What follows belongs to an exercise in optimizing a design on an open flow for small area; a production flow would make more cautious choices.
RTL that was checked went through simulation tests only; none was proved equivalent to the original.
No functional check of the RTL was part of runs 4 and 5.
Power figures rest on the tool's default switching activity, not on a simulated workload.

**flow/design.v**
```verilog
`timescale 1ns/100ps
package stat_bus_pkg;
   typedef struct packed {
      logic                    wr;
      logic                    rd;
      logic [8-1:0] addr;
      logic [32-1:0] wdata;
   } stat_req_t;
   typedef struct packed {
      logic                    ack;
      logic [8-1:0]  intr;
      logic [32-1:0] rdata;
   } stat_ack_t;
   localparam int STAT_REQ_W = 2 + 8 + 32;
   localparam int STAT_ACK_W = 1 + 8 + 32;
endpackage
`timescale 1ns/100ps
package stat_reg_pkg;
   typedef logic [8-1:0] reg_addr_t;
   localparam reg_addr_t REG_ID         = 'h00;
   localparam reg_addr_t REG_SCRATCH    = 'h04;
   localparam reg_addr_t REG_READY      = 'h08;
   localparam reg_addr_t REG_WR_COUNT   = 'h0C;
   localparam reg_addr_t REG_INT_STATUS = 'h10;
   localparam reg_addr_t REG_INT_SET    = 'h14;
   typedef logic [8-1:0]  int_bits_t;
   typedef logic [3-1:0] ready_bits_t;
endpackage
`timescale 1ns/100ps
`timescale 1ns/100ps
`timescale 1ns/100ps
`timescale 1ns/100ps
module ddr_stat_top (
   input  logic                        clk,
   input  logic                        pipe_rst_n,
   input  logic                        sh_ddr_stat_wr,
   input  logic                        sh_ddr_stat_rd,
   input  logic [8-1:0]     sh_ddr_stat_addr,
   input  logic [32-1:0]     sh_ddr_stat_wdata,
   input  stat_reg_pkg::ready_bits_t   sh_cl_ddr_is_ready,
   output logic                        ddr_sh_stat_ack,
   output logic [32-1:0]     ddr_sh_stat_rdata,
   output stat_reg_pkg::int_bits_t     ddr_sh_stat_int
);
   localparam int STAGES = 2 * 8 + 3;    
   localparam int LAST   = STAGES - 1;                   
   localparam int APPLY  = STAGES - 2;                   
   localparam int READY  = 8 + 1;        
   localparam logic [2:0] OP_NONE  = 3'b000;
   localparam logic [2:0] OP_W_SCR = 3'b001;    
   localparam logic [2:0] OP_W_CNT = 3'b010;    
   localparam logic [2:0] OP_W_INT = 3'b011;    
   localparam logic [2:0] OP_R_OTH = 3'b100;    
   localparam logic [2:0] OP_R_SCR = 3'b101;
   localparam logic [2:0] OP_R_CNT = 3'b110;
   localparam logic [2:0] OP_R_INT = 3'b111;
   localparam logic [1:0] SEL_BAD  = 2'b00;
   localparam logic [1:0] SEL_ID   = 2'b01;
   localparam logic [1:0] SEL_RDY  = 2'b10;
   localparam logic [1:0] SEL_ZERO = 2'b11;
   logic [2:0]              op_q   [STAGES];
   logic [32-1:0] data_q [LAST];
   logic [4:0]              last_q;              
   logic [32-1:0] scratch_q;
   logic [32-1:0] wr_count_q;
   stat_reg_pkg::int_bits_t int_status_q;
   logic                    is_id, is_scr, is_rdy, is_cnt, is_ist, is_iset;
   logic [2:0]              op_in;
   logic [1:0]              sel_in;
   logic [32-1:0] data_in;
   assign is_id   = sh_ddr_stat_addr == stat_reg_pkg::REG_ID;
   assign is_scr  = sh_ddr_stat_addr == stat_reg_pkg::REG_SCRATCH;
   assign is_rdy  = sh_ddr_stat_addr == stat_reg_pkg::REG_READY;
   assign is_cnt  = sh_ddr_stat_addr == stat_reg_pkg::REG_WR_COUNT;
   assign is_ist  = sh_ddr_stat_addr == stat_reg_pkg::REG_INT_STATUS;
   assign is_iset = sh_ddr_stat_addr == stat_reg_pkg::REG_INT_SET;
   always_comb
   begin
      sel_in = is_id  ? SEL_ID  :
               is_rdy ? SEL_RDY :
               is_iset ? SEL_ZERO : SEL_BAD;
      data_in = sh_ddr_stat_wdata;
      if (sh_ddr_stat_wr)
      begin
         op_in = is_scr ? OP_W_SCR :
                 is_cnt ? OP_W_CNT : OP_W_INT;
         if (!is_scr && !is_cnt)
            data_in[9:8] = {is_ist, is_iset};
      end
      else if (sh_ddr_stat_rd)
      begin
         op_in = is_scr ? OP_R_SCR :
                 is_cnt ? OP_R_CNT :
                 is_ist ? OP_R_INT : OP_R_OTH;
         data_in[9:8] = sel_in;
      end
      else
         op_in = OP_NONE;
   end
   always_ff @(posedge clk)
   begin
      if (!pipe_rst_n)
      begin
         for (int i = 0; i < STAGES; i++)
            op_q[i] <= OP_NONE;
      end
      else
      begin
         op_q[0] <= op_in;
         for (int i = 1; i < STAGES; i++)
            op_q[i] <= op_q[i-1];
      end
   end
   always_ff @(posedge clk)
   begin
      data_q[0] <= data_in;
      for (int i = 1; i < LAST; i++)
         data_q[i] <= data_q[i-1];
      if (op_q[READY-1][2])
         data_q[READY][2:0] <= sh_cl_ddr_is_ready;
      last_q <= {data_q[LAST-1][9:8], data_q[LAST-1][2:0]};
   end
   logic [2:0]              op_a;
   logic [32-1:0] data_a;
   assign op_a   = op_q[APPLY];
   assign data_a = data_q[APPLY];
   always_ff @(posedge clk)
   begin
      if (!pipe_rst_n)
      begin
         scratch_q    <= '0;
         wr_count_q   <= '0;
         int_status_q <= '0;
      end
      else
      begin
         if (op_a == OP_W_SCR)
            scratch_q <= data_a;
         if (op_a == OP_W_CNT)
            wr_count_q <= data_a;
         else if (op_a == OP_W_SCR || op_a == OP_W_INT)
            wr_count_q <= wr_count_q + 1;
         if (op_a == OP_W_INT)
            int_status_q <= (int_status_q & ~(data_a[9] ? data_a[7:0] : 8'h00)) |
                            (data_a[8] ? data_a[7:0] : 8'h00);
      end
   end
   logic [2:0] op_l;
   assign op_l = op_q[LAST];
   always_comb
   begin
      case (op_l)
         OP_R_SCR: ddr_sh_stat_rdata = scratch_q;
         OP_R_CNT: ddr_sh_stat_rdata = wr_count_q;
         OP_R_INT: ddr_sh_stat_rdata = {{(32-8){1'b0}}, int_status_q};
         OP_R_OTH:
            case (last_q[4:3])
               SEL_ID:   ddr_sh_stat_rdata = 32'h5d1a_0a01;
               SEL_RDY:  ddr_sh_stat_rdata = {{(32-3){1'b0}}, last_q[2:0]};
               SEL_ZERO: ddr_sh_stat_rdata = '0;
               default:  ddr_sh_stat_rdata = 32'hdead_da7a;
            endcase
         default:  ddr_sh_stat_rdata = '0;
      endcase
   end
   assign ddr_sh_stat_ack = op_l != OP_NONE;
   assign ddr_sh_stat_int = int_status_q;
endmodule
```
**flow/run.sh**
```bash
#!/bin/bash
# synth_recipe.tcl (not shown) runs the flow's synth.tcl, then flattens the netlist and writes it again
# the make line also repeats each setting of config.mk as NAME=value (left out here)
make -C /OpenROAD-flow-scripts/flow DESIGN_CONFIG=/design/flow/config.mk WORK_HOME=/design/flow/orfs CLKGATE_MAP_FILE= SYNTH_SCRIPT=/design/flow/synth_recipe.tcl finish
```
**flow/config.mk**
```make
export PLATFORM = sky130hd
export DESIGN_NAME = ddr_stat_top
export DESIGN_NICKNAME = ddr_stat_top
export VERILOG_FILES = /design/flow/design.v
export SDC_FILE = /design/flow/constraint.sdc
export NUM_CORES = 4
export LEC_CHECK = 0
export CAP_MARGIN = 20
export CORE_MARGIN = 2
export CORE_UTILIZATION = 40
export CTS_BUF_LIST = sky130_fd_sc_hd__clkbuf_4
export SLEW_MARGIN = 20
```
**flow/constraint.sdc**
```tcl
create_clock -name core_clock -period 4.0 [get_ports {clk}]
set_input_delay 0.8000 -clock core_clock [delete_from_list [all_inputs] [get_ports {clk}]]
set_output_delay 0.8000 -clock core_clock [all_outputs]
set_load 0.01 [all_outputs]
```
==> results.json, run 1 <==
{
  "cts_htree_levels": 4,
  "synth_simple_gate_area_share_pct": 8.30,
  "port_buffers": 87,
  "avgSynthCellArea_um2": 13.9,
  "ys_seq_elements": 710,
  "synth_cell_types": 57,
  "drt-pass1-iter-count": 5,
  "via_count": 9356,
  "dieArea_um2": 45100,
  "initial_core_util_pct": 40.4,
  "arrival_ns": 2.92,
  "synth_edf_count": 0,
  "ys.flop_type": "dfxtp_1",
  "synth_cells": 1249,
  "intPower_uw": 10200,
  "fp.dieW_um": 212,
  "cts_num_sinks": 710,
  "drv_cap": 0,
  "clock_latency_ns": 0.84,
  "yosys.area_share.adder_pct": 0.0721,
  "min_period_ns": 3.72,
  "leakage_uw": 0.00832,
  "synth_compound_area_share_pct": 6.84,
  "first_iter_violations": 391,
  "path_clk_slew_ns": 0.06,
  "clkPwrFrac_pct": 41.1,
  "fin_cells": 2150,
  "async_flop_share_pct": 0,
  "critPathLaunchType": "flip-flop",
  "synth.area.top_cells": "dfxtp_1 82%, and2_1 2.2%, nand2_1 2.1%, a21oi_1 1.4%, a22oi_1 1.1%",
  "cts_buffer_depth": 3,
  "setup_viol": 0,
  "fmax_ghz": 0.269,
  "hp-class": "flip-flop to flip-flop",
  "num_rows": 76,
  "worst-setup-path-type": "flip-flop to output port",
  "synthXorXnorAreaFrac_pct": 0.555,
  "ys_seq_area_share_pct": 81.9,
  "fp.dieH_um": 212,
  "regArea_um2": 14200,
  "rsz0062_at_grt": "false",
  "nNetsFinal": 1509,
  "critical_path.max_fanout": 19,
  "overflow": 0,
  "worst_slew_pin_slew_ns": 0.852,
  "p_per_area_nw_per_um2": 616,
  "final-max-slew-violation-count": 0,
  "cp.required_ns": 3.20,
  "yosysWarnings": 3,
  "holdPathStages": 0,
  "synth_top_family_by_area": "simple AND/OR/NAND/NOR gates",
  "synth.mux.area_fraction_pct": 1.02,
  "io_pins": 88,
  "grtUsageTotal_pct": 12.6,
  "place_inst": 1878,
  "fin_tns_setup_ns": 0,
  "p_switching_uw": 2620,
  "synth_top_area_share_pct": 81.9,
  "coreArea_um2": 43000,
  "cts_buffers": 166,
  "postCtsHoldBufs": 0,
  "syn-num-nets": 1297,
  "cts_root_buf": "clkbuf_4",
  "grt_antenna_before_repair": 1,
  "timing.final.crit_share_pct": 92.9,
  "r2r_cells": 4,
  "drt_drc_violations_left": 0,
  "pwr-share-seq_pct": 58.2,
  "grt_pass1_wl_mm": 44.6,
  "finalHoldViolations": 0,
  "syn_area_um2": 17400,
  "grt_max_degree": 76,
  "finalWirelength_mm": 27.3,
  "routed_via_density": 4.35,
  "fillCellCount": 3935,
  "ir_drop_mv": 0.325,
  "yosysMostFrequentCell": "dfxtp_1",
  "fin_skew_ns": 0.0351,
  "status": "timing/DRC/antenna clean",
  "switching_share_pct": 20.4,
  "cts_tree": "done",
  "ant_nets": 0,
  "routedWlPerCell_um": 12.7,
  "area.growth.synth_to_final_pct": 20.0,
  "drive_above_1_share_pct": 18.7,
  "dpl.hpwl_mm": 16.3,
  "power_frac_comb_pct": 0.7,
  "synth_common_cells": "710 x dfxtp_1, 96 x nand2_1, 62 x and2_1, 50 x a21oi_1, 45 x clkbuf_1",
  "gp_congestion": 0.815,
  "synth_top_area_cell": "dfxtp_1",
  "multiInputGateArea_um2": 2920,
  "critical_path.endpoint_type": "output port",
  "grt_pass1_vias": 9141,
  "max_slew_margin_pct": 43.2
}
cell families (layout without fill, tap and decap cells):
family,Yosys count,count (layout)
DFF,710,710
and+or+nand+nor,280,280
AOI/OAI and AO/OA,174,174
buffers and inverters,60,375
muxes,13,13
xor gates and xnor gates,11,11
adders and majority gates,1,1
other,0,1
state kept, by name, summed over array words and instances (netlist names):
signal,flops
data_q,576
op_q,57
scratch_q,32
wr_count_q,32
int_status_q,8
last_q,5
path summary, 6_finish.rpt:
check / from / endpoint / slack, ns
setup / recovery: op_q[18][1] / ddr_sh_stat_rdata[23] / 0.28
hold / removal: data_q[2][10] / data_q[3][10] / 0.29
setup reg to reg: op_q[17][0] / wr_count_q[14] / 1.68
hold reg to reg: data_q[2][10] / data_q[3][10] / 0.29
timing repair:
item                       CTS  global route
setup buffers                0             0
setup endpoints to repair   23            23
gates resized for setup      2             3
cell type report:
cell class / count / area share, %
antenna: 1 / 0.0120
clock buffer: 240 / 8.64
clock inverter: 31 / 0.984
inverter: 8 / 0.144
multi-input combinational: 479 / 14.0
sequential: 710 / 68.2
tap: 585 / 3.51
timing repair buffer: 96 / 4.48
power by group through the flow:
stage	clock, µW	sequential [µW]	combinational (µW)
after floorplan	0	7600	35.8
after global placement	0	7620	91.7
after detailed placement	0	7630	94.3
after CTS	5570	7480	94.3
after global routing	5920	7500	102
final	5280	7470	93.0
cells in the final DEF, fill, tap and decap left out, types with 5 or more instances in the layout:
cell type	netlist	layout
nor4_1	13	13
nor2b_1	12	11
nand3_1	11	11
buf_4	0	9
o221ai_1	5	5
nor3_1	18	18
and2_1	62	60
a211oi_1	7	7
o31ai_1	5	5
inv_1	8	8
nand4_1	9	9
and3_1	9	9
a22oi_1	26	26
inv_6	0	5
clkdlybuf4s50_1	0	86
a311oi_1	5	5
a22o_1	6	6
o21ai_0	25	25
dfxtp_1	710	707
mux2_2	8	8
clkinv_1	0	15
clkbuf_4	0	240
o22ai_1	11	11
a21oi_1	50	50
xnor2_1	10	10
nand2_1	96	96
nor2_1	33	33
a221o_1	16	16
routing by layer:
| metal | track usage (%) | up-vias | wire, µm |
|---|---|---|---|
| met5 | 0 | - | 0 |
| met4 | 8.51 | 0 | 871 |
| met1 | 14.8 | 4304 | 12200 |
| li1 | - | 4727 | - |
| met3 | 4.31 | 72 | 1530 |
| met2 | 19.7 | 253 | 12700 |
stage by stage:
step / setup slack (ns) / total power (µW) / instance area, µm² / hold WS, ns / util [%]
floorplan: 1.37 / 7640 / 17400 / 0.310 / -
global placement: 0.855 / 7720 / 18800 / 0.310 / 43.8
detailed placement: 0.687 / 7730 / 18800 / 0.312 / 43.8
CTS: 0.00759 / 13100 / 20800 / 0.268 / 48.5
global route: 0.0624 / 13500 / 20800 / 0.288 / 48.5
finish: 0.284 / 12800 / 20800 / 0.292 / 48.5
worst max-delay path, stage by stage (launching register included):
cell,delay (ns)
dfxtp_2,0.49
nor2b_1,0.18
buf_4,0.19
and2_2,0.44
a221o_1,0.24
clkdlybuf4s50_1,0.54
==> run 2: changes to the inputs <==
--- a/flow/config.mk
+++ b/flow/config.mk
@@ -9,4 +9,3 @@
 export CORE_MARGIN = 2
 export CORE_UTILIZATION = 40
-export CTS_BUF_LIST = sky130_fd_sc_hd__clkbuf_4
 export SLEW_MARGIN = 20
==> run 2 against run 1 <==
Against the previous run: via count shrank 6.1%; setup slack gained 0.089 ns; routed wire length shrank 0.77%; critical path depth is the same; core utilization grew 0.96 points; sequential share of layout area shrank 1.3 points; first-iteration DRC count grew 33%; register-to-register slack gained 0.04 ns; clock power grew 25%; fmax grew 2.5%; flip-flop and latch count is the same; largest power group unchanged.
==> results.json, run 2 <==
{
  "postCtsHoldBufs": 0,
  "dp_worst_setup_slack_ns": 0.687,
  "arrival_ns": 2.83,
  "synth_cell_types": 57,
  "clock_latency_ns": 0.58,
  "via_count": 8783,
  "status": "timing/DRC/antenna clean",
  "synth_top_family_by_area": "simple AND/OR/NAND/NOR gates",
  "cp.required_ns": 3.20,
  "final-max-slew-violation-count": 0,
  "gp_congestion": 0.815,
  "async_flop_share_pct": 0,
  "syn_area_um2": 17400,
  "ys_seq_area_share_pct": 81.9,
  "drt-pass1-iter-count": 5,
  "avgSynthCellArea_um2": 13.9,
  "antenna_cells": 0,
  "fin_tns_setup_ns": 0,
  "fp.dieW_um": 212,
  "ir_drop_mv": 0.416,
  "dpl_cell_area_um2": 18800,
  "cts_buffers": 69,
  "clkPwrFrac_pct": 46.6,
  "timing.final.crit_share_pct": 90.7,
  "place_inst": 1878,
  "p_per_area_nw_per_um2": 666,
  "intPower_uw": 11400,
  "nNetsFinal": 1412,
  "fin_ws_ns": 0.373,
  "synth_cells": 1249,
  "yosys.area_share.adder_pct": 0.0721,
  "synth_compound_area_share_pct": 6.84,
  "ctsResizeCount": 0,
  "critical_path.max_fanout": 19,
  "fin_skew_ns": 0.0135,
  "mostFrequentLayoutCell": "dfxtp_1",
  "finalHoldViolations": 0,
  "layout_common_cells": "710 x dfxtp_1, 96 x nand2_1, 86 x clkdlybuf4s50_1, 71 x clkbuf_16, 60 x and2_1",
  "synth_simple_gate_area_share_pct": 8.30,
  "grt_max_degree": 76,
  "p_switching_uw": 2730,
  "grt_pass1_vias": 8267,
  "min_period_ns": 3.63,
  "synth.area.top_cells": "dfxtp_1 82%, and2_1 2.2%, nand2_1 2.1%, a21oi_1 1.4%, a22oi_1 1.1%",
  "drv_cap": 0,
  "yosysWarnings": 3,
  "synth_top_area_share_pct": 81.9,
  "path_clk_slew_ns": 0.06,
  "postLayoutCoreUtil_pct": 49.5,
  "initial_core_util_pct": 40.4,
  "grt_antenna_before_repair": 0,
  "worst_slew_pin_slew_ns": 0.838,
  "rsz0062_at_grt": "false",
  "io_pins": 88,
  "synth_top_area_cell": "dfxtp_1",
  "synth_edf_count": 0,
  "drive_above_1_share_pct": 10.6,
  "cts_root_buf": "clkbuf_16",
  "first_iter_violations": 520,
  "grtUsageTotal_pct": 12.4,
  "fp.dieH_um": 212,
  "num_rows": 76,
  "cts_num_sinks": 710,
  "critical_path.endpoint_type": "output port",
  "setup_viol": 0,
  "leakage_uw": 0.00830,
  "dieArea_um2": 45100,
  "overflow": 0,
  "yosysMostFrequentCell": "dfxtp_1",
  "postCtsSetupBuffers": 0,
  "largest_register": "data_q",
  "drt_drc_violations_left": 0,
  "cts_htree_levels": 3,
  "port_buffers": 87,
  "ys_seq_elements": 710,
  "largest_reg_flops": 576,
  "ant_nets": 0,
  "critPathLaunchType": "flip-flop",
  "power_frac_comb_pct": 0.7,
  "reg_top3": "data_q (576), op_q (57)",
  "routedWlPerCell_um": 13.5,
  "finalWirelength_mm": 27.1,
  "ys.flop_type": "dfxtp_1",
  "routed_via_density": 4.38,
  "dpl.hpwl_mm": 16.3,
  "cts_tree": "done",
  "area.growth.synth_to_final_pct": 22.4,
  "coreArea_um2": 43000,
  "pwr-share-seq_pct": 52.8,
  "worst-setup-path-type": "flip-flop to output port",
  "switching_share_pct": 19.3,
  "cts_buffer_depth": 3,
  "hp-class": "flip-flop to flip-flop",
  "synth_common_cells": "710 x dfxtp_1, 96 x nand2_1, 62 x and2_1, 50 x a21oi_1, 45 x clkbuf_1",
  "grt_pass1_wl_mm": 43.7,
  "synthXorXnorAreaFrac_pct": 0.555,
  "max_slew_margin_pct": 44.1,
  "fin_cells": 2003,
  "syn-num-nets": 1297,
  "fmax_ghz": 0.276,
  "final_cell_area_um2": 21300,
  "synth.mux.area_fraction_pct": 1.02
}
==> run 2: cell counts after synthesis <==
No cell type changed its count.
==> run 2: final timing paths <==
kind                 start               endpoint  slack (ns)  cells after the start
max reg2reg  wr_count_q[3]         wr_count_q[13]        1.72                      5
min reg2reg  data_q[7][30]          data_q[8][30]        0.31                      0
min          data_q[7][30]          data_q[8][30]        0.31                      0
max            op_q[18][1]  ddr_sh_stat_rdata[23]        0.37                      5
==> run 2: cell type report <==
class | instances | area (µm²)
clock buffers | 95 | 2030
clock inverters | 30 | 399
fillers | 3782 | 21700
inverters | 8 | 30.0
multi-input cells | 479 | 2920
flip-flops and latches | 710 | 14200
well taps | 585 | 732
repair buffers | 96 | 933
==> run 2: kinds of logic after synthesis <==
logic type	Yosys count
AOI/OAI and AO/OA	174
xor gates and xnor gates	11
adders and majority gates	1
buffers and inverters	60
DFF	710
muxes	13
and+or+nand+nor	280
==> run 2: through the flow <==
| step | hold WS, ns | power, µW |
|---|---|---|
| 4_1_cts | 0.319 | 14400 |
| 6_report | 0.315 | 14200 |
| 2_1_floorplan | 0.310 | 7640 |
| 5_1_grt | 0.319 | 14700 |
| 3_3_place_gp | 0.310 | 7720 |
| 3_5_place_dp | 0.312 | 7730 |
==> run 2: power by group through the flow <==
stage          clock (µW)  sequential [µW]  combinational [µW]
6_report             6600             7470                92.5
5_1_grt              7130             7500                 102
4_1_cts              6840             7480                94.3
3_5_place_dp            0             7630                94.3
3_3_place_gp            0             7620                91.7
2_1_floorplan           0             7600                35.8
==> run 2: layer usage <==
layer	vias to the layer above	global-route usage, %	share of wire [%]
li1	4432	-	-
met4	0	5.74	2.6
met5	-	0	0
met2	220	19.4	45
met3	67	3.62	6.3
met1	4064	15.9	46
==> run 2: critical path, cell delays in order (launching register included) <==
cell	delay, ns
dfxtp_1	0.61
nor2b_1	0.20
buf_4	0.19
and2_2	0.43
a221o_1	0.24
clkdlybuf4s50_1	0.54
==> run 3: changes to the inputs <==
==> flow/flow/run.sh (new file) <==
#!/bin/bash
# The standard layout (standard.sh, the standard flow's own ORFS run) with two changes to
# how it is built: the port buffers are the smallest buffer instead of the
# one buffer_ports picks, and clock tree synthesis uses small clock buffers
# and inserts no dummy loads. Every tool's output is in flow.log and in ORFS's
# own logs under orfs/logs.
set -euo pipefail
bash standard.sh \
  BUFFER_PORTS_ARGS="-buffer_cell sky130_fd_sc_hd__buf_1" \
  CTS_ARGS="-sink_clustering_enable -repair_clock_nets -dont_use_dummy_load -buf_list sky130_fd_sc_hd__clkbuf_4" \
  finish > flow.log 2>&1
==> flow/standard.sh (new file) <==
#!/bin/bash
# synth_recipe.tcl (not shown) runs the flow's synth.tcl, then flattens the netlist and writes it again
# the make line also repeats each setting of config.mk as NAME=value (left out here)
make -C /OpenROAD-flow-scripts/flow DESIGN_CONFIG=/design/flow/config.mk WORK_HOME=/design/flow/orfs CLKGATE_MAP_FILE= SYNTH_SCRIPT=/design/flow/synth_recipe.tcl "${@:-finish}"
removed: flow/run.sh
==> run 3 against run 2 <==
Against the previous run: highest routed layer unchanged; setup slack got worse by 0.068 ns; register-to-register slack got worse by 0.18 ns; still clean; hold slack got worse by 0.13 ns.
==> results.json, run 3 <==
{
  "power_frac_comb_pct": 0.8,
  "grt_antenna_before_repair": 1,
  "timing.final.crit_share_pct": 92.4,
  "clkPwrFrac_pct": 35.0,
  "synth.area.top_cells": "dfxtp_1 82%, and2_1 2.2%, nand2_1 2.1%, a21oi_1 1.4%, a22oi_1 1.1%",
  "arrival_ns": 2.89,
  "synth_top_area_cell": "dfxtp_1",
  "synth_edf_count": 0,
  "fin_tns_setup_ns": 0,
  "ys_seq_area_share_pct": 81.9,
  "grtUsageTotal_pct": 13.0,
  "fin_skew_ns": 0.0678,
  "yosysWarnings": 3,
  "critical_path.max_fanout": 17,
  "leakage_uw": 0.00780,
  "status": "timing/DRC/antenna clean",
  "cts_root_buf": "clkbuf_4",
  "p_switching_uw": 2310,
  "worst_slew_pin_slew_ns": 0.729,
  "drt_drc_violations_left": 0,
  "intPower_uw": 9350,
  "cts_num_sinks": 710,
  "syn-num-nets": 1297,
  "synth_top_area_share_pct": 81.9,
  "worst-setup-path-type": "flip-flop to output port",
  "switching_share_pct": 19.8,
  "rsz0062_at_grt": "false",
  "grt_pass1_vias": 9275,
  "dpl.hpwl_mm": 16.8,
  "ant_nets": 0,
  "routed_via_density": 4.49,
  "fp.dieH_um": 212,
  "cts_htree_levels": 4,
  "cts_buffer_depth": 3,
  "overflow": 0,
  "ir_drop_mv": 0.290,
  "synth_common_cells": "710 x dfxtp_1, 96 x nand2_1, 62 x and2_1, 50 x a21oi_1, 45 x clkbuf_1",
  "cp.required_ns": 3.20,
  "mostFrequentLayoutCell": "dfxtp_1",
  "largest_register": "data_q",
  "via_count": 9311,
  "initial_core_util_pct": 40.4,
  "finalHoldViolations": 0,
  "io_pins": 88,
  "async_flop_share_pct": 0,
  "critPathLaunchType": "flip-flop",
  "coreArea_um2": 43000,
  "ys_seq_elements": 710,
  "reg_top3": "data_q (576), op_q (57)",
  "yosysMostFrequentCell": "dfxtp_1",
  "grt_pass1_wl_mm": 44.8,
  "hp-class": "input pin to flip-flop",
  "p_per_area_nw_per_um2": 587,
  "fmax_ghz": 0.271,
  "max_slew_margin_pct": 51.4,
  "drv_cap": 0,
  "finalWirelength_mm": 27.9,
  "postCtsSetupBuffers": 0,
  "syn_area_um2": 17400,
  "min_period_ns": 3.69,
  "drive_above_1_share_pct": 13.6,
  "num_rows": 76,
  "grt_max_degree": 67,
  "dpl_cell_area_um2": 18300,
  "nNetsFinal": 1540,
  "cts_buffers": 168,
  "fp.dieW_um": 212,
  "avgSynthCellArea_um2": 13.9,
  "first_iter_violations": 470,
  "gp_congestion": 0.802,
  "layout_common_cells": "710 x dfxtp_1, 168 x clkbuf_4, 96 x nand2_1, 86 x buf_1, 60 x and2_1",
  "synth_cell_types": 57,
  "synth_cells": 1249,
  "drt-pass1-iter-count": 5,
  "final-max-slew-violation-count": 0,
  "largest_reg_flops": 576,
  "dieArea_um2": 45100,
  "ys.flop_type": "dfxtp_1",
  "final_cell_area_um2": 19900,
  "path_clk_slew_ns": 0.06,
  "setup_viol": 0,
  "hold_ws_ns": 0.189,
  "pwr-share-seq_pct": 64.2,
  "port_buffers": 87,
  "routedWlPerCell_um": 13.4,
  "critical_path.endpoint_type": "output port",
  "report.power.total_uw": 11700,
  "cts_tree": "done",
  "clock_latency_ns": 0.88,
  "area.growth.synth_to_final_pct": 14.3
}
run 3: timing repair:
| item | CTS | global route |
|---|---|---|
| endpoints found under the setup margin | 19 | 19 |
| hold buffers | 30 | 0 |
| gates resized for setup | 1 | 2 |
| hold endpoints to repair | 30 | 0 |
run 3: final timing paths:
kind / startpoint / to / slack [ns] / cells past startpoint
setup / recovery: op_q[18][2] / ddr_sh_stat_rdata[23] / 0.31 / 5
hold / removal: sh_cl_ddr_is_ready[0] / data_q[9][0] / 0.19 / 2
setup reg to reg: op_q[17][0] / scratch_q[10] / 1.54 / 5
hold reg to reg: data_q[8][22] / data_q[9][22] / 0.27 / 0
run 3: kinds of logic after synthesis:
family	share of synthesized area, %
xor gates and xnor gates	0.555
adders and majority gates	0.0720
muxes	1.02
AOI/OAI and AO/OA	6.84
buffers and inverters	1.36
and+or+nand+nor	8.30
DFF	81.9
run 3: metrics by stage:
step           std cells  util, %  worst slack [ns]
2_1_floorplan       1249        -              1.37
6_report            2076     46.2             0.305
5_1_grt             2076     46.2            0.0363
3_5_place_dp        1877     42.5             0.810
3_3_place_gp        1877     42.5             0.962
4_1_cts             2075     46.2            0.0348
run 3: cell type report:
cell class / instances / area [µm²]
multi-input cells: 479 / 2930
clock buffers: 168 / 1260
well taps: 585 / 732
repair buffers: 125 / 688
inverters: 8 / 30.0
diodes: 1 / 2.50
fillers: 3922 / 23100
flip-flops and latches: 710 / 14200
run 3: power groups by stage:
stage | clock network [µW] | logic [µW] | registers [µW]
after floorplan | 0 | 35.8 | 7600
after global placement | 0 | 64.0 | 7630
after detailed placement | 0 | 66.7 | 7640
after CTS | 4360 | 89.1 | 7480
after global routing | 4730 | 99.3 | 7510
final | 4080 | 89.7 | 7480
run 3: worst max-delay path, stage by stage, from the launching register on:
cell,delay [ns]
dfxtp_1,0.58
nor4b_2,0.27
buf_4,0.23
and2_1,0.57
a221o_1,0.21
buf_1,0.17
run 3: layer usage:
layer  track usage (%)  wire, µm
met1              14.8     12200
met2              19.7     12800
met3              6.04      2060
met4              8.25       809
met5                 0         0
==> run 4: changes to the inputs <==
--- a/flow/design.v
+++ b/flow/design.v
@@ -98,17 +98,21 @@
          op_in = OP_NONE;
    end
+   logic [4:0] since_rst_q;
+   logic       apply_ok;
+   logic       last_ok;
    always_ff @(posedge clk)
    begin
       if (!pipe_rst_n)
-      begin
-         for (int i = 0; i < STAGES; i++)
-            op_q[i] <= OP_NONE;
-      end
-      else
-      begin
-         op_q[0] <= op_in;
-         for (int i = 1; i < STAGES; i++)
-            op_q[i] <= op_q[i-1];
-      end
+         since_rst_q <= '0;
+      else if (since_rst_q != 5'(LAST + 1))
+         since_rst_q <= since_rst_q + 5'd1;
+   end
+   assign apply_ok = since_rst_q >= 5'(APPLY + 1);
+   assign last_ok  = since_rst_q == 5'(LAST + 1);
+   always_ff @(posedge clk)
+   begin
+      op_q[0] <= op_in;
+      for (int i = 1; i < STAGES; i++)
+         op_q[i] <= op_q[i-1];
    end
    always_ff @(posedge clk)
@@ -123,5 +127,5 @@
    logic [2:0]              op_a;
    logic [32-1:0] data_a;
-   assign op_a   = op_q[APPLY];
+   assign op_a   = apply_ok ? op_q[APPLY] : OP_NONE;
    assign data_a = data_q[APPLY];
    always_ff @(posedge clk)
@@ -147,5 +151,5 @@
    end
    logic [2:0] op_l;
-   assign op_l = op_q[LAST];
+   assign op_l = last_ok ? op_q[LAST] : OP_NONE;
    always_comb
    begin
==> flow/flow/run.sh (replaced) <==
#!/bin/bash
# The standard layout (standard.sh, the standard flow's own ORFS run) with two changes to
# how it is built: the port buffers are the smallest buffer instead of the
# one buffer_ports picks, and clock tree synthesis uses its own buffer list and
# clustering and inserts no dummy loads. Every tool's output is in flow.log and
# in ORFS's own logs under orfs/logs.
set -euo pipefail
bash standard.sh \
  BUFFER_PORTS_ARGS="-buffer_cell sky130_fd_sc_hd__buf_1" \
  CTS_ARGS="-sink_clustering_enable -repair_clock_nets -dont_use_dummy_load -buf_list sky130_fd_sc_hd__clkbuf_16 -sink_clustering_size 25 -sink_clustering_max_diameter 80" \
  finish > flow.log 2>&1
==> run 4 against run 3 <==
Against the previous run: still clean on timing, DRC and antenna; total power is 3.3% lower; final area is 3.4% lower; area after synthesis decreased by 0.19%; clock skew shrank 0.028 ns; sequential power grew 1%; core utilization decreased by 1.5 points; clock-buffer cell count decreased by 132; register-to-register slack got worse by 0.10 ns; largest cell class unchanged; largest power group unchanged.
==> results.json, run 4 <==
{
  "status": "timing/DRC/antenna clean",
  "avgSynthCellArea_um2": 13.9,
  "cts_tree": "done",
  "intPower_uw": 9130,
  "worst_slew_pin_slew_ns": 1.03,
  "nNetsFinal": 1388,
  "final_cell_area_um2": 19200,
  "synth_top_area_share_pct": 82.6,
  "grt_antenna_before_repair": 0,
  "drv_cap": 0,
  "power_frac_comb_pct": 1.1,
  "grt_max_degree": 36,
  "hp-class": "flip-flop to flip-flop",
  "reg_top3": "data_q (576), op_q (57)",
  "yosysMostFrequentCell": "dfxtp_1",
  "critical_path.max_fanout": 33,
  "dpl.hpwl_mm": 16.2,
  "fmax_ghz": 0.302,
  "postCtsSetupBuffers": 0,
  "initial_core_util_pct": 40.4,
  "fin_cells": 1921,
  "grt_pass1_vias": 7871,
  "dp_worst_setup_slack_ns": 1.24,
  "critPathLaunchType": "flip-flop",
  "fp.dieW_um": 212,
  "async_flop_share_pct": 0,
  "setup_viol": 0,
  "ctsResizeCount": 0,
  "antenna_cells": 0,
  "max_slew_margin_pct": 30.8,
  "grt_pass1_wl_mm": 40.1,
  "largest_register": "data_q",
  "p_per_area_nw_per_um2": 588,
  "drt_drc_violations_left": 0,
  "fin_skew_ns": 0.0395,
  "syn_area_um2": 17300,
  "final-max-slew-violation-count": 0,
  "coreArea_um2": 42900,
  "ys_seq_elements": 715,
  "synth_top_area_cell": "dfxtp_1",
  "gp_congestion": 0.834,
  "synth_edf_count": 0,
  "ant_nets": 0,
  "pwr-share-seq_pct": 67.2,
  "drive_above_1_share_pct": 5.46,
  "synth_cells": 1246,
  "postCtsHoldBufs": 0,
  "drt-pass1-iter-count": 5,
  "finalWirelength_mm": 25.6,
  "arrival_ns": 2.51,
  "fillCellCount": 3882,
  "clock_latency_ns": 0.55,
  "dieArea_um2": 45000,
  "leakage_uw": 0.00732,
  "dpl_cell_area_um2": 18300,
  "largest_reg_flops": 576,
  "cts_buffers": 36,
  "cts_root_buf": "clkbuf_16",
  "clkPwrFrac_pct": 31.8,
  "area.growth.synth_to_final_pct": 10.6,
  "io_pins": 88,
  "finalHoldViolations": 0,
  "fp.dieH_um": 212,
  "rsz0062_at_grt": "false",
  "synth.area.top_cells": "dfxtp_1 83%, nand2_1 2.5%, a21oi_1 2.0%, a22oi_1 1.2%, nor2_1 1.0%",
  "ir_drop_mv": 0.320,
  "fin_tns_setup_ns": 0,
  "critical_path.endpoint_type": "output port",
  "ys.flop_type": "dfxtp_1",
  "fin_ws_ns": 0.685,
  "num_rows": 76,
  "syn-num-nets": 1296,
  "cts_buffer_depth": 3,
  "switching_share_pct": 19.0,
  "min_period_ns": 3.31,
  "synth_cell_types": 56,
  "cts_num_sinks": 715,
  "first_iter_violations": 442,
  "worst-setup-path-type": "flip-flop to output port",
  "cts_htree_levels": 2,
  "timing.final.crit_share_pct": 82.9,
  "p_switching_uw": 2150,
  "routed_via_density": 4.42,
  "cp.required_ns": 3.20,
  "mostFrequentLayoutCell": "dfxtp_1",
  "routedWlPerCell_um": 13.3,
  "yosysWarnings": 3,
  "grtUsageTotal_pct": 11.5,
  "ys_seq_area_share_pct": 82.6,
  "path_clk_slew_ns": 0.09,
  "overflow": 0,
  "via_count": 8492,
  "layout_common_cells": "715 x dfxtp_1, 114 x nand2_1, 87 x buf_1, 69 x a21oi_1, 47 x nor2_1",
  "port_buffers": 87,
  "place_inst": 1885,
  "synth_common_cells": "715 x dfxtp_1, 114 x nand2_1, 69 x a21oi_1, 47 x nor2_1, 33 x o21ai_0"
}
run 4: cell types whose count changed in the layout (fill, tap and decap cells not counted), moves of 9 or more:
| cell | previous run | this run |
|---|---|---|
| nand2_1 | 96 | 114 |
| nor2_1 | 33 | 47 |
| nand3_1 | 11 | 22 |
| a32o_1 | 0 | 9 |
| a221o_1 | 16 | 0 |
| o22ai_1 | 11 | 0 |
| a21oi_1 | 50 | 69 |
| dlygate4sd3_1 | 30 | 0 |
| and2_1 | 60 | 3 |
| clkbuf_16 | 0 | 36 |
| clkbuf_4 | 168 | 0 |
| nor4_1 | 13 | 3 |
run 4: critical path, cell delays in order, from the launching register on:
cell and delay (ns):
dfxtp_1 0.43, ha_1 0.27, nand4_1 0.11, buf_4 0.25, nor4_1 0.28, nand2b_1 0.29, o21ai_0 0.16, buf_1 0.17
run 4: cells by family (layout without fill, tap and decap cells):
group | Yosys count | after routing | synth area share [%]
buffers and inverters | 59 | 149 | 1.67
muxes | 14 | 14 | 0.866
AOI/OAI and AO/OA | 187 | 187 | 6.88
and+or+nand+nor | 251 | 251 | 6.93
adders and majority gates | 3 | 3 | 0.217
DFF | 715 | 715 | 82.6
xor gates and xnor gates | 17 | 17 | 0.859
run 4: metrics by stage:
step,utilization [%],power [µW],hold slack [ns]
floorplan,-,7780,0.310
global placement,42.6,7850,0.310
detailed placement,42.6,7870,0.312
CTS,44.7,11500,0.282
global route,44.7,11800,0.290
finish,44.7,11300,0.302
run 4: area by class of cell:
class | count | area, µm² | share of cell area [%]
Sequential cell | 715 | 14300 | 74.7
Tap cell | 585 | 732 | 3.82
Multi-Input combinational cell | 472 | 2740 | 14.3
Clock buffer | 36 | 901 | 4.70
Timing Repair Buffer | 102 | 439 | 2.29
Inverter | 11 | 41.3 | 0.215
run 4: path summary, 6_finish.rpt:
check / cells past startpoint / startpoint / slack, ns / end
max: 7 / since_rst_q[1] / 0.69 / ddr_sh_stat_rdata[15]
min: 0 / data_q[3][18] / 0.30 / data_q[4][18]
max reg2reg: 7 / since_rst_q[1] / 1.44 / scratch_q[14]
min reg2reg: 0 / data_q[3][18] / 0.30 / data_q[4][18]
run 4: per-layer routing:
metal  global-route usage, %  share of wire, %
met4                    5.29               3.7
met2                    18.4                44
met3                    2.95               5.8
met1                    14.5                47
met5                       0                 0
run 4: power groups by stage:
stage | Clock [µW] | Sequential (µW) | Combinational [µW]
final | 3580 | 7570 | 119
after global routing | 4030 | 7610 | 133
after CTS | 3790 | 7580 | 120
after detailed placement | 0 | 7750 | 120
after global placement | 0 | 7730 | 115
after floorplan | 0 | 7700 | 86.2
==> run 5: changes to the inputs <==
--- a/flow/flow/run.sh
+++ b/flow/flow/run.sh
@@ -8,4 +8,4 @@
 bash standard.sh \
   BUFFER_PORTS_ARGS="-buffer_cell sky130_fd_sc_hd__buf_1" \
-  CTS_ARGS="-sink_clustering_enable -repair_clock_nets -dont_use_dummy_load -buf_list sky130_fd_sc_hd__clkbuf_16 -sink_clustering_size 25 -sink_clustering_max_diameter 80" \
+  CTS_ARGS="-sink_clustering_enable -repair_clock_nets -dont_use_dummy_load -buf_list sky130_fd_sc_hd__clkbuf_8 -sink_clustering_size 16 -sink_clustering_max_diameter 60" \
   finish > flow.log 2>&1
==> run 5 against run 4 <==
Against the previous run: via count increased by 1.4%; die area unchanged; critical path depth decreased by 2; critical endpoint is now ddr_sh_stat_rdata[31]; hold slack got worse by 0.081 ns; combinational power about the same; global-route usage increased by 0.15 points; core utilization decreased by 0.37 points; area after synthesis unchanged; sequential share of layout area increased by 0.62 points; total power decreased by 3.6%; non-clock buffer count unchanged.
==> results.json, run 5 <==
{
  "status": "timing/DRC/antenna clean",
  "mostFrequentLayoutCell": "dfxtp_1",
  "dpl.hpwl_mm": 16.2,
  "final_cell_area_um2": 19000,
  "ant_nets": 0,
  "synth.area.top_cells": "dfxtp_1 83%, nand2_1 2.5%, a21oi_1 2.0%, a22oi_1 1.2%, nor2_1 1.0%",
  "drt_drc_violations_left": 0,
  "critical_path.max_fanout": 22,
  "min_to": "data_q[0][13]",
  "finalWirelength_mm": 25.9,
  "synth_top_area_share_pct": 82.6,
  "drv_cap": 0,
  "synth_cells": 1246,
  "first_iter_violations": 431,
  "timing.final.crit_share_pct": 85.0,
  "coreArea_um2": 42900,
  "path_clk_slew_ns": 0.09,
  "fin_skew_ns": 0.0515,
  "avgSynthCellArea_um2": 13.9,
  "num_rows": 76,
  "hp-class": "input pin to flip-flop",
  "hold_start": "sh_ddr_stat_wdata[13]",
  "leakage_uw": 0.00726,
  "cts_htree_levels": 2,
  "synth_top_area_cell": "dfxtp_1",
  "gp_congestion": 0.834,
  "drive_above_1_share_pct": 6.72,
  "max_slew_margin_pct": 31.3,
  "grt_pass1_wl_mm": 40.7,
  "grt_max_degree": 36,
  "postCtsHoldBufs": 0,
  "final-max-slew-violation-count": 0,
  "syn_area_um2": 17300,
  "report.power.total_uw": 10900,
  "layout_common_cells": "715 x dfxtp_1, 114 x nand2_1, 87 x buf_1, 69 x a21oi_1, 54 x clkbuf_8",
  "postCtsSetupBuffers": 0,
  "drt-pass1-iter-count": 5,
  "overflow": 0,
  "worst-setup-path-type": "flip-flop to output port",
  "grt_antenna_before_repair": 0,
  "synth_common_cells": "715 x dfxtp_1, 114 x nand2_1, 69 x a21oi_1, 47 x nor2_1, 33 x o21ai_0",
  "ctsResizeCount": 0,
  "ff2ff_setup_slack_ns": 1.45,
  "io_pins": 88,
  "port_buffers": 87,
  "ir_drop_mv": 0.294,
  "initial_core_util_pct": 40.4,
  "synth_cell_types": 56,
  "ys_seq_elements": 715,
  "cts_num_sinks": 715,
  "cts_tree": "done",
  "nNetsFinal": 1406,
  "largest_reg_flops": 576,
  "dpl_cell_area_um2": 18300,
  "cts_buffer_depth": 3,
  "min_period_ns": 3.40,
  "fp.dieW_um": 212,
  "rr_endpoint": "scratch_q[14]",
  "ys.flop_type": "dfxtp_1",
  "reg2reg_from": "since_rst_q[1]",
  "ys_seq_area_share_pct": 82.6,
  "r2r_cells": 7,
  "grtUsageTotal_pct": 11.6,
  "fp.dieH_um": 212,
  "clock_latency_ns": 0.67,
  "critPathLaunchType": "flip-flop",
  "via_count": 8608,
  "yosysWarnings": 3,
  "yosysMostFrequentCell": "dfxtp_1",
  "routedWlPerCell_um": 13.3,
  "fmax_ghz": 0.294,
  "synth_edf_count": 0,
  "holdPathStages": 1,
  "cts_root_buf": "clkbuf_8",
  "async_flop_share_pct": 0,
  "largest_register": "data_q",
  "area.growth.synth_to_final_pct": 9.68,
  "cp.required_ns": 3.20,
  "hold_ws_ns": 0.221,
  "rsz0062_at_grt": "false",
  "worst_slew_pin_slew_ns": 1.03,
  "postLayoutCoreUtil_pct": 44.3,
  "routed_via_density": 4.44,
  "finalHoldViolations": 0,
  "cts_buffers": 54,
  "syn-num-nets": 1296,
  "grt_pass1_vias": 8040,
  "fin_tns_setup_ns": 0,
  "setup_viol": 0,
  "arrival_ns": 2.60,
  "dieArea_um2": 45000,
  "p_per_area_nw_per_um2": 572,
  "critical_path.endpoint_type": "output port",
  "antenna_cells": 0,
  "reg_top3": "data_q (576), op_q (57)"
}
-- run 5: cell counts after synthesis --
No cell type changed its count.
-- run 5: routing by layer --
| metal | vias to the layer above | global-route usage (%) | part of all wire [%] |
|---|---|---|---|
| met4 | 0 | 6.73 | 4.5 |
| met3 | 78 | 2.87 | 6.4 |
| li1 | 4338 | - | - |
| met2 | 229 | 18.2 | 43 |
| met5 | - | 0 | 0 |
| met1 | 3963 | 14.6 | 46 |
-- run 5: worst max-delay path: stages, from the launching register on --
cell	delay [ns]
dfxtp_1	0.87
nor2b_1	0.28
buf_4	0.30
a22oi_1	0.25
o21ai_0	0.12
buf_1	0.15
-- run 5: how the worst max path moves through the flow --
| stage | from | to | slack (ns) | cells after the start |
|---|---|---|---|---|
| after floorplan | op_q[18][1] | ddr_sh_stat_rdata[0] | 1.55 | 5 |
| after global placement | op_q[18][0] | ddr_sh_stat_rdata[31] | 1.29 | 5 |
| after detailed placement | since_rst_q[1] | ddr_sh_stat_rdata[18] | 1.24 | 7 |
| after CTS | since_rst_q[1] | ddr_sh_stat_rdata[18] | 0.51 | 7 |
| after global routing | since_rst_q[1] | ddr_sh_stat_rdata[18] | 0.19 | 7 |
| final | op_q[18][0] | ddr_sh_stat_rdata[31] | 0.60 | 5 |
-- run 5: final cells by class --
cell class | count | area (µm²)
fill | 3910 | 23900
sequential | 715 | 14300
multi-input combinational | 472 | 2740
clock buffer | 54 | 743
tap | 585 | 732
timing repair buffer | 102 | 439
inverter | 11 | 41.3
-- run 5: metrics by stage --
| step | worst slack, ns | std cells |
|---|---|---|
| final | 0.601 | 1939 |
| after global routing | 0.189 | 1939 |
| after CTS | 0.507 | 1939 |
| after detailed placement | 1.24 | 1885 |
| after global placement | 1.29 | 1885 |
| after floorplan | 1.55 | 1246 |
-- run 5: cells by family (layout without fill, tap and decap cells) --
| family | after synthesis | in the layout | share of synthesized area (%) |
|---|---|---|---|
| flip-flops | 715 | 715 | 82.6 |
| AND/OR/NAND/NOR | 251 | 251 | 6.93 |
| AO/OA/AOI/OAI | 187 | 187 | 6.88 |
| buffers and inverters | 59 | 167 | 1.67 |
| XOR/XNOR | 17 | 17 | 0.859 |
| multiplexers | 14 | 14 | 0.866 |
| adder cells (fa/ha/maj) | 3 | 3 | 0.217 |
-- run 5: power breakdown --
group          total [µW]  internal (µW)  switching (µW)
clock network        3180           1200            1980
registers            7570           7470             105
logic                 119           47.9            70.7

[port drivers added, routing unchanged]
No port has a modelled driver above. Below, the same layouts with a new extraction and two added sets of constraints. Step 1: set_driving_cell puts a clkbuf_16 on clk and a buf_2 on each other input, an assumption about the parent block. Step 2, shift: input delay + t, output delay - t, t = (earliest + latest rising clock arrival at the registers) / 2. This alone moves slack from input paths to output paths. Three values: ideal, step 1, step 2; two values: the first two.
run | shift t [ns] | setup slack, ns | hold WS [ns] | slew at the worst register clock pin (ns)
run 1 | 0.847 | 0.284 / 0.242 / 1.089 | 0.292 / 0.292 / 0.292 | 0.07 / 0.07
run 2 | 0.624 | 0.373 / 0.324 / 0.948 | 0.315 / 0.315 / 0.315 | 0.06 / 0.06
run 3 | 0.888 | 0.305 / 0.261 / 1.149 | 0.189 / 0.167 / 0.266 | 0.07 / 0.07
run 4 | 0.583 | 0.685 / 0.636 / 1.219 | 0.302 / 0.302 / 0.302 | 0.10 / 0.10
run 5 | 0.670 | 0.601 / 0.557 / 1.227 | 0.221 / 0.199 / 0.273 | 0.10 / 0.10
After both steps setup and hold are still met in every run listed.
